This design comes from an exercise in tuning for small area and a short achievable clock period on the open sky130 flow, not from production work.
Function was not checked in any run shown here: the RTL went through the layout flow alone.
No activity file was given, so power comes from the tool's default toggle rates.

==> flow/design.v (outline; a module is shown in full before it is edited, if it fits) <==
// module pipe_mul: 4647 lines
// module pm_fa: 10 lines
// module pm_ha: 9 lines
module pipe_mul #(
    parameter int XLEN   = 32,
    parameter int STAGES = 4,
    parameter int TAG_W  = 4
) (
    input  logic                clk_i,
    input  logic                rst_i,
    input  logic                req_i,
    input  logic                flush_i,
    input  logic [1:0]          op_i,
    input  logic [XLEN-1:0]     a_i,
    input  logic [XLEN-1:0]     b_i,
    input  logic [TAG_W-1:0]    tag_i,
    output logic                ready_o,
    output logic [XLEN-1:0]     result_o,
    output logic [2*XLEN-1:0]   product_o,
    output logic [TAG_W-1:0]    tag_o,
    output logic                busy_o
);
  // ...
==> flow/flow/run.sh <==
#!/bin/bash
# Standard layout with plain buf_2 port buffers and a clock tree without
# dummy loads; timing repair aims past the design's period (the SDC and its
# period are unchanged).
export BUFFER_PORTS_ARGS="-buffer_cell sky130_fd_sc_hd__buf_2"
export CTS_ARGS="-sink_clustering_enable -repair_clock_nets -sink_clustering_size 16 -sink_clustering_max_diameter 40 -buf_list {sky130_fd_sc_hd__clkbuf_4 sky130_fd_sc_hd__clkbuf_8} -dont_use_dummy_load"
bash standard.sh SETUP_SLACK_MARGIN=5.3 finish > standard.log 2>&1
==> flow/standard.sh <==
#!/bin/bash
# synth_recipe.tcl (not shown) runs the flow's synth.tcl, then flattens the netlist and writes it again
# the make line also repeats each setting of config.mk as NAME=value (left out here)
make -C /OpenROAD-flow-scripts/flow DESIGN_CONFIG=/design/flow/config.mk WORK_HOME=/design/flow/orfs CLKGATE_MAP_FILE= SYNTH_SCRIPT=/design/flow/synth_recipe.tcl "${@:-finish}"
==> flow/config.mk <==
export PLATFORM = sky130hd
export DESIGN_NAME = pipe_mul
export DESIGN_NICKNAME = pipe_mul
export VERILOG_FILES = /design/flow/design.v
export SDC_FILE = /design/flow/constraint.sdc
export NUM_CORES = 4
export LEC_CHECK = 0
export ABC_AREA = 1
export CAP_MARGIN = 20
export CORE_MARGIN = 2
export CORE_UTILIZATION = 40
export CTS_BUF_LIST = sky130_fd_sc_hd__clkbuf_4 sky130_fd_sc_hd__clkbuf_8
export CTS_CLUSTER_DIAMETER = 40
export CTS_CLUSTER_SIZE = 16
export SETUP_SLACK_MARGIN = 5
export SLEW_MARGIN = 20
export SYNTH_HIERARCHICAL = 1
==> flow/constraint.sdc <==
create_clock -name core_clock -period 8.5 [get_ports {clk_i}]
set_input_delay 1.7000 -clock core_clock [delete_from_list [all_inputs] [get_ports {clk_i}]]
set_output_delay 1.7000 -clock core_clock [all_outputs]
set_load 0.01 [all_outputs]
==> flow_summary_export.csv, run 1 <==
group,metric,value,unit
outcome,status,"complete, no violations",
routing,routed-wl-met3,11280,µm
worst_hold_path,hold_depth,0,
clocking,clkTransAtPathRegs,80,ps
pwr,p_per_area,387.3,mW/mm²
timing,fin_crit,3170,ps
routing,dr_wl_met2,50360,µm
timing,whs,293.2,ps
logic_synthesis,seq_area_frac_synth,28.12,%
floorplanning,taps,1144,
timing,layout_setup_ws,5330,ps
timing,setup_tns,0,ps
critical_path,path_buf_inv,0,
logic_synthesis,synth_compound_area_share,11.85,%
timing,maxClockFrequency,315.5,MHz
critical_path,worst-r2r-setup-slack,5330,ps
critical_path,cp_num_cells,6,
cells_and_area,fillers,8114,
cells_and_area,layout_common_cells,"549 x xor2_1, 513 x o22ai_1, 479 x fa_1, 391 x dfxtp_1, 322 x nand2_1",
logic_synthesis,synthSimpleGateAreaFrac,7.616,%
pwr,intPower,0.007886,W
floorplanning,die_w,296.9,µm
global_route,grt_pass1_wl,160000,µm
clocking,cts_buffers,79,
routing,drtAntennaViolNets,0,
cells_and_area,finalNetCount,4107,
logic_synthesis,synth-edff-count,0,
==> run 2, diff against run 1 <==
--- a/flow/design.v
+++ b/flow/design.v
@@ -4628,27 +4628,28 @@
         r3_w1643 <= w1643;
         r3_w1642 <= w1642;
         r1_w3 <= w3;
         r2_r1_w3 <= r1_w3;
         r3_r2_r1_w3 <= r2_r1_w3;
     end
     logic [63:0] w_prod;
     assign w_prod = {w2192, w2191, w2190, w2189, w2188, w2187, w2186, w2185, w2184, w2183, w2182, w2181, w2180, w2179, w2178, w2177, w2176, w2175, w2174, w2173, w2172, w2171, w2170, w2169, w2168, w2167, w2166, w2165, w2164, w2163, w2162, w2161, w2160, w2159, w2158, w2157, w2156, w2155, w2154, w2153, w2152, w2151, w2150, w2149, w2148, w2147, w2146, w2145, w2144, w2143, w2142, w2141, w1752, r3_w1655, r3_w1653, r3_w1651, r3_w1649, r3_w1647, r3_w1645, r3_r2_w1139, r3_r2_w1137, r3_r2_w1135, r3_r2_w1133, r3_r2_w1131};
-    logic w_ld, w_ldl, w_ldh, w_hold;
+    logic w_ld, w_hold;
+    logic [3:0] r_sel_lo;
     assign w_ld   = rst_i & r_vld[3] & ~flush_i;
-    assign w_ldl  = w_ld & r3_r2_r1_w3;
-    assign w_ldh  = w_ld & ~r3_r2_r1_w3;
     assign w_hold = rst_i & ~(r_vld[3] & ~flush_i);
     always_ff @(posedge clk_i) begin
         ready_o   <= w_ld;
+        r_sel_lo  <= ({4{r3_r2_r1_w3}} & {4{w_ld}}) | (r_sel_lo & {4{w_hold}});
         tag_o     <= (r_tag[3] & {4{w_ld}}) | (tag_o & {4{w_hold}});
         product_o <= (w_prod & {64{w_ld}}) | (product_o & {64{w_hold}});
-        result_o  <= (w_prod[31:0] & {32{w_ldl}}) | (w_prod[63:32] & {32{w_ldh}})
-                   | (result_o & {32{w_hold}});
+    end
+    for (genvar k = 0; k < 32; k++) begin : g_res
+        assign result_o[k] = r_sel_lo[k / 8] ? product_o[k] : product_o[k + 32];
     end
 endmodule
 module pm_fa (
     input  logic a,
     input  logic b,
     input  logic c,
     output logic s,
     output logic co
==> flow_summary_export.csv, run 2 <==
group,metric,value,unit
global_route,grt_pass1_vias,25270,
clocking,clockBufferDepth,3,
place,place_congestion,0.8324,
timing,fin_crit,3340,ps
logic_synthesis,synthAdderAreaFrac,32.78,%
clocking,cts_hold_buffers,0,
clocking,clkLatencyLatePin,740,ps
timing,drv_slew,0,
pwr,intPower,0.007406,W
routing,dr.first_iter.drc_count,2498,
routing,dr.pass1.iters,5,
logic_synthesis,avgSynthCellArea,10.18,µm²
floorplanning,rows,106,
pwr,seqPwrFrac,24.5,%
global_route,grt_max_degree,61,
global_route,overflow,0,
logic_synthesis,synthSimpleGateAreaFrac,6.644,%
cells_and_area,fillers,7807,
timing,maxClockFrequency,299.4,MHz
logic_synthesis,async_reset_ff_share,0,%
logic_synthesis,yosysUniqueCellTypes,44,
critical_path,cp.arrival,1640,ps
critical_path,cpPeakStageDelay,370,ps
clocking,clkSinkCount,454,
global_route,antenna_found_initial,6,
clocking,cts_buffers,61,
clocking,root_buffer,"clkbuf_8",
place,placed_cell_area,0.03502,mm²
routing,via_count,24950,
floorplanning,core_area,0.08342,mm²
routing,drtAntennaViolNets,0,
logic_synthesis,muxShareOfSynthArea,0.6358,%
pwr,switching_share,46.32,%
timing,finClkSkew,138.2,ps
floorplanning,die_h,294.1,µm
cells_and_area,regMostFlops,"product_o",
critical_path,critPathMaxFanout,5,
logic_synthesis,synthCells,3306,
critical_path,start_kind,"flop",
cells_and_area,finalNetCount,3979,
pwr,net-switching-power,0.006391,W
worst_hold_path,hp-class,"reg -> reg",
cells_and_area,largest_reg_flops,64,
clocking,cts_tree,"yes",
routing,drc,0,
pwr,combPwrFrac,65.6,%
cells_and_area,syn_to_final_growth,10.53,%
logic_synthesis,synth_xor_xnor_area_share,14.57,%
cells_and_area,final_common_cell,"xor2_1",
logic_synthesis,synth_nets,3973,
critical_path,cp_cell_sequence,"buf_12, mux2_4, buf_6",
logic_synthesis,synth-edff-count,0,
timing,worst_slew_pin_slew,735.6,ps
routing,viasPerCell,5.680,
critical_path,crit_type,"reg -> out",
logic_synthesis,syn_area,0.03365,mm²
logic_synthesis,synth_compound_area_share,12.34,%
logic_synthesis,yosysTopAreaCell,"fa_1",
logic_synthesis,seq_area_frac_synth,27.01,%
pwr,clkPwrFrac,9.9,%
cells_and_area,multi_input_area,0.02271,mm²
job,drv_cap,0,
outcome,status,"complete, no violations",
place,port_buffers,175,
logic_synthesis,synth_top_family_by_area,"adder cells",
timing,finalHoldViolations,0,
clocking,htreeDepth,2,
pwr,peakVddDrop,0.2495,mV
floorplanning,ios,176,
logic_synthesis,yosys.area.top_type_share,28.61,%
floorplanning,die_w,294.1,µm
global_route,track_usage,23.48,%
logic_synthesis,synth_area_leaders,"fa_1 29%, dfxtp_1 27%, xor2_1 14%, o22ai_1 9.6%, ha_1 4.2%",
logic_synthesis,ys_top_cells_by_count,"545 x xor2_1, 519 x o22ai_1, 481 x fa_1",
routing,wire_per_inst,24.30,µm
cells_and_area,finalInstanceArea,0.03720,mm²
floorplanning,start_util,40.34,%
logic_synthesis,synth_top_flop_cell,"dfxtp_1",
cells_and_area,layout_common_cells,"545 x xor2_1, 516 x o22ai_1, 480 x fa_1, 369 x dfxtp_1, 238 x nand2_1",
floorplanning,die_area,0.08647,mm²
timing,finalSetupViolCount,0,
logic_synthesis,synth_most_common_cell,"xor2_1",
logic_synthesis,ys_ff_latch,454,
cells_and_area,stdcell_count,4393,
timing,whs,291.5,ps
timing,post-route-period-util,39.29,%
cells_and_area,layout-drive-gt1-share,15.83,%
pwr,p_leak,16.17,nW
place,dp_hpwl,67250,µm
timing,slew-limit-headroom,50.89,%
cells_and_area,top_regs,"product_o: 64 flops, r_tag: 12 flops",
global_route,grt_pass1_wl,155100,µm
timing,setup_tns,0,ps
pwr,p_per_area,370.9,mW/mm²
place,placedCellCount,4295,
routing,wirelength,106700,µm
clocking,clkTransAtPathRegs,90,ps
timing,rsz0062_at_grt,"true",
critical_path,crit_required,6800,ps
cells_and_area,seqCellArea,0.009283,mm²
critical_path,slowest_stage,"dfxtp_4",
critical_path,endpoint_kind,"primary output",
logic_synthesis,yosysWarningCount,8,
==> run 2: changes by cell type in the layout (fill, tap and decap cells not counted), sizes merged, moves of 6 or more <==
cell / change
buf: -11
clkbuf: -15
dfxtp: -28
mux2: +19
nand2: -49
nand3: -62
nand3b: -12
nor2: +19
o21ai: +10
o22ai: +6
==> run 2: kinds of logic (layout without fill, tap and decap cells) <==
group                    count (synthesis)  count (layout)
AO/OA/AOI/OAI                          667             667
XOR/XNOR                               560             560
adder cells (fa/ha/maj)                593             593
buffers and inverters                  512             516
flip-flops                             454             454
multiplexers                            19              19
other                                    0               3
AND/OR/NAND/NOR                        501             501
==> run 2: power groups by stage <==
stage	Sequential, W	Clock (W)	Combinational (W)
floorplan	0.00317	0	0.00639
global route	0.00344	0.00149	0.0102
CTS	0.00342	0.00141	0.00880
detailed placement	0.00347	0	0.00877
global placement	0.00346	0	0.00864
finish	0.00339	0.00136	0.00905
==> run 2: layout make-up <==
class | instances | area share (%)
Multi-Input combinational cell | 2340 | 61.06
Sequential cell | 454 | 24.96
Timing Repair Buffer | 257 | 6.078
Tap cell | 1080 | 3.633
Clock buffer | 61 | 2.257
Inverter | 198 | 1.998
Antenna cell | 3 | 0.02018
==> run 2: critical path, delay by kind of cell, from the launching register on <==
| kind | cells | cell delay, ps |
|---|---|---|
| buffers and inverters | 2 | 240 |
| flip-flops | 1 | 370 |
| multiplexers | 1 | 300 |
==> run 2: final timing paths <==
path / from / end / slack [ps] / cells past startpoint
min reg2reg: r2_w734 / r3_r2_w734 / 290 / 0
min: r2_w734 / r3_r2_w734 / 290 / 0
max reg2reg: r2_r1_w9 / r3_w1309 / 5330 / 6
max: r_sel_lo[3] / result_o[26] / 5160 / 3
==> run 2: stage by stage <==
stage | util [%] | power (W) | setup slack, ps
6_report | 44.59 | 0.01380 | 5160
5_1_grt | 44.59 | 0.01514 | 5095
4_1_cts | 43.56 | 0.01363 | 5085
3_5_place_dp | 41.98 | 0.01224 | 4785
3_3_place_gp | 41.98 | 0.01210 | 4761
2_1_floorplan | - | 0.009556 | 5362
==> run 2: Yosys stat by module, one instance, submodules excluded <==
module,flops+latches,cell area [µm²]
pm_ha,0,12.51
pipe_mul,454,23570
pm_fa,0,20.02
==> run 2: what timing repair did <==
action	in CTS	in global routing
endpoints found under the setup margin	135	82
cloned	0	0
buffers inserted	8	26
resized for setup	150	66
pin swaps	2	2
endpoints found under the hold margin	0	0
==> run 2: per-layer routing <==
layer | part of all wire (%) | track usage (%)
met1 | 40 | 31.45
met2 | 46 | 37.47
met3 | 10 | 4.924
met4 | 3.7 | 8.561
met5 | 0.012 | 0
==> run 3, diff against run 2 <==
--- a/flow/flow/run.sh
+++ b/flow/flow/run.sh
@@ -5,3 +5,3 @@
 export BUFFER_PORTS_ARGS="-buffer_cell sky130_fd_sc_hd__buf_2"
 export CTS_ARGS="-sink_clustering_enable -repair_clock_nets -sink_clustering_size 16 -sink_clustering_max_diameter 40 -buf_list {sky130_fd_sc_hd__clkbuf_4 sky130_fd_sc_hd__clkbuf_8} -dont_use_dummy_load"
-bash standard.sh SETUP_SLACK_MARGIN=5.3 finish > standard.log 2>&1
+bash standard.sh SETUP_SLACK_MARGIN=5.4 finish > standard.log 2>&1
==> flow_summary_export.csv, run 3 <==
group,metric,value,unit
logic_synthesis,yosysWarningCount,8,
timing,drv_slew,0,
worst_hold_path,hold_depth,0,
cells_and_area,syn_to_final_growth,15.62,%
routing,top_layer,"met5",
critical_path,r2r_cells,7,
clocking,clockBufferDepth,3,
floorplanning,die_area,0.08647,mm²
floorplanning,die_w,294.1,µm
timing,finalHoldViolations,0,
clocking,cts_buffers,73,
pwr,p_leak,17.03,nW
pwr,peakVddDrop,0.1830,mV
routing,dr.first_iter.drc_count,2795,
cells_and_area,largest_reg_flops,64,
worst_hold_path,min_to,"r2_r1_w381",
timing,whs,256.4,ps
critical_path,start_kind,"flop",
worst_hold_path,hp-class,"reg -> reg",
cells_and_area,finalNetCount,4108,
logic_synthesis,syn_area,0.03365,mm²
cells_and_area,layout-drive-gt1-share,20.67,%
place,port_buffers,175,
global_route,overflow,0,
floorplanning,die_h,294.1,µm
timing,finClkSkew,112.3,ps
critical_path,crit_required,6800,ps
logic_synthesis,avgSynthCellArea,10.18,µm²
clocking,clkTransAtPathRegs,90,ps
place,place_congestion,0.8561,
logic_synthesis,synth-edff-count,0,
routing,routed-wl-met3,12500,µm
cells_and_area,finalInstanceArea,0.03891,mm²
routing,drc,0,
critical_path,reg2reg_to,"r2_w921",
floorplanning,core_area,0.08342,mm²
timing,fin_crit,3295,ps
critical_path,endpoint_kind,"primary output",
worst_hold_path,hp-start,"r1_w381",
timing,worst_slew_pin_slew,1075,ps
timing,post-route-period-util,38.77,%
floorplanning,ios,176,
logic_synthesis,synth_most_common_cell,"xor2_1",
timing,maxClockFrequency,303.4,MHz
logic_synthesis,synth_area_leaders,"fa_1 29%, dfxtp_1 27%, xor2_1 14%, o22ai_1 9.6%, ha_1 4.2%",
cells_and_area,final_common_cell,"xor2_1",
place,dp_hpwl,67930,µm
routing,dr.pass1.iters,5,
timing,rsz0062_at_grt,"true",
clocking,clkLatencyLatePin,690,ps
cells_and_area,regMostFlops,"product_o",
critical_path,cp.arrival,1600,ps
clocking,root_buffer,"clkbuf_8",
logic_synthesis,synth_nets,3973,
logic_synthesis,seq_area_frac_synth,27.01,%
timing,finalSetupViolCount,0,
global_route,grt_pass1_vias,25710,
clocking,cts_hold_buffers,0,
critical_path,crit_type,"reg -> out",
logic_synthesis,yosysUniqueCellTypes,44,
logic_synthesis,synth_top_flop_cell,"dfxtp_1",
cells_and_area,top_regs,"product_o: 64 flops, r_tag: 12 flops",
global_route,grt_pass1_wl,161800,µm
timing,setup_tns,0,ps
clocking,clkSinkCount,454,
global_route,grt_max_degree,61,
clocking,htreeDepth,3,
clocking,cts_tree,"yes",
logic_synthesis,async_reset_ff_share,0,%
critical_path,worst-r2r-setup-slack,5430,ps
timing,slew-limit-headroom,28.22,%
logic_synthesis,ys_top_cells_by_count,"545 x xor2_1, 519 x o22ai_1, 481 x fa_1",
logic_synthesis,synthCells,3306,
global_route,track_usage,24.78,%
cells_and_area,final_util,46.64,%
routing,dr_wl_met2,50690,µm
critical_path,critPathMaxFanout,4,
outcome,status,"complete, no violations",
job,drv_cap,0,
logic_synthesis,yosys.area.top_type_share,28.61,%
routing,drtAntennaViolNets,0,
floorplanning,start_util,40.34,%
routing,wire_per_inst,24.91,µm
critical_path,r2r-start,"r1_w191",
floorplanning,rows,106,
cells_and_area,layout_common_cells,"542 x xor2_1, 498 x o22ai_1, 465 x fa_1, 344 x dfxtp_1, 238 x nand2_1",
pwr,p_per_area,368.2,mW/mm²
logic_synthesis,ys_ff_latch,454,
routing,wirelength,112600,µm
place,placed_cell_area,0.03497,mm²
routing,via_count,25880,
routing,viasPerCell,5.725,
routing,met1_length,44490,µm
logic_synthesis,yosysTopAreaCell,"fa_1",
global_route,antenna_found_initial,5,
[run 3: changes by cell type in the layout (fill, tap and decap cells not counted), moves of 4 or more]
cell / before / now
buf_12: 11 / 31
buf_16: 18 / 11
buf_4: 30 / 106
buf_8: 3 / 24
clkbuf_16: 3 / 7
clkbuf_8: 64 / 74
dfxtp_1: 369 / 344
dfxtp_2: 50 / 42
dfxtp_4: 35 / 68
fa_1: 480 / 465
fa_2: 1 / 16
o22ai_1: 516 / 498
o22ai_2: 3 / 21
[run 3: where the power goes]
part	internal [W]	switching [W]
Clock	0.000751	0.000777
Sequential	0.00292	0.000442
Combinational	0.00407	0.00537
Total	0.00774	0.00659
[run 3: worst max path at each step]
| stage | from | end | slack [ps] |
|---|---|---|---|
| 2_1_floorplan | r1_w14 | r2_w809 | 5410 |
| 3_3_place_gp | rst_i | product_o[59] | 4910 |
| 3_5_place_dp | rst_i | product_o[50] | 4930 |
| 4_1_cts | r_sel_lo[3] | result_o[30] | 5130 |
| 5_1_grt | r_sel_lo[3] | result_o[30] | 5130 |
| 6_report | r_sel_lo[3] | result_o[30] | 5200 |
[run 3: cell type report]
class / count / area (µm²)
Inverter: 198 / 743.2
Fill cell: 7619 / 44510
Clock buffer: 73 / 1005
Timing Repair Buffer: 373 / 3515
Sequential cell: 454 / 9397
Multi-Input combinational cell: 2341 / 22900
Antenna cell: 1 / 2.502
Tap cell: 1080 / 1351
[run 3: logic make-up (layout without fill, tap and decap cells)]
| family | Yosys count | count (layout) | synth area share (%) |
|---|---|---|---|
| AO/OA/AOI/OAI | 667 | 667 | 12.34 |
| multiplexers | 19 | 19 | 0.6358 |
| XOR/XNOR | 560 | 560 | 14.57 |
| flip-flops | 454 | 454 | 27.01 |
| buffers and inverters | 512 | 644 | 6.023 |
| other | 0 | 1 | 0 |
| adder cells (fa/ha/maj) | 593 | 593 | 32.78 |
| AND/OR/NAND/NOR | 501 | 502 | 6.644 |
[run 3: Yosys stat by module, one instance, submodules excluded]
| module | cells | area, µm² | copies in the design |
|---|---|---|---|
| pipe_mul | 2785 | 23570 | 1 |
| pm_ha | 1 | 12.51 | 46 |
| pm_fa | 1 | 20.02 | 475 |
[run 3: timing repair]
| action | 4_1_cts | 5_1_grt |
|---|---|---|
| pin swaps | 7 | 39 |
| setup buffers | 51 | 98 |
| setup endpoints to repair | 154 | 97 |
| resized for setup | 216 | 117 |
| gates cloned | 2 | 7 |
[run 3: critical path, cell delays in order, from the launching register on]
cell     delay, ps
dfxtp_4        370
buf_8          130
mux2_4         310
buf_6          120
[run 3: through the flow]
step / cells / worst slack [ps] / power [W]
after floorplan: 3306 / 5405 / 0.009557
after global placement: 4288 / 4910 / 0.01208
after detailed placement: 4288 / 4931 / 0.01228
after CTS: 4414 / 5129 / 0.01395
after global routing: 4520 / 5135 / 0.01558
final: 4520 / 5205 / 0.01433
[run 3: routing by layer]
metal	up-vias	GRT usage, %
met5	-	0.2269
met4	4	10.17
met3	381	6.073
met2	1721	39.04
met1	12580	32.59
li1	11190	-

==> port drivers added, routing unchanged <==
How much do the figures lean on ideal ports? The routed layouts below were timed once more, with nothing changed but the port constraints. Step 1 sets driving cells, clkbuf_16 on the clock port and buf_2 on the other inputs (assumed; they add their load-dependent delay and slew). Step 2, shift: input delay + t, output delay - t, t = (earliest + latest rising clock arrival at the registers) / 2. This alone moves slack from input paths to output paths. a / b / c = ideal ports / drivers / drivers and shift; a / b = the first two.
| run | t, ns | setup WS [ns] | cell pins on the clock port's net |
|---|---|---|---|
| run 1 | 0.707 | 5.330 / 5.330 / 4.920 | 1 |
| run 2 | 0.740 | 5.160 / 5.096 / 5.000 | 1 |
| run 3 | 0.699 | 5.205 / 5.141 / 4.902 | 1 |
After both steps every run listed still meets setup and hold. For run 1, which loses most, drivers alone change the setup slack by 0.000 ns; drivers and shift together by -0.410 ns.
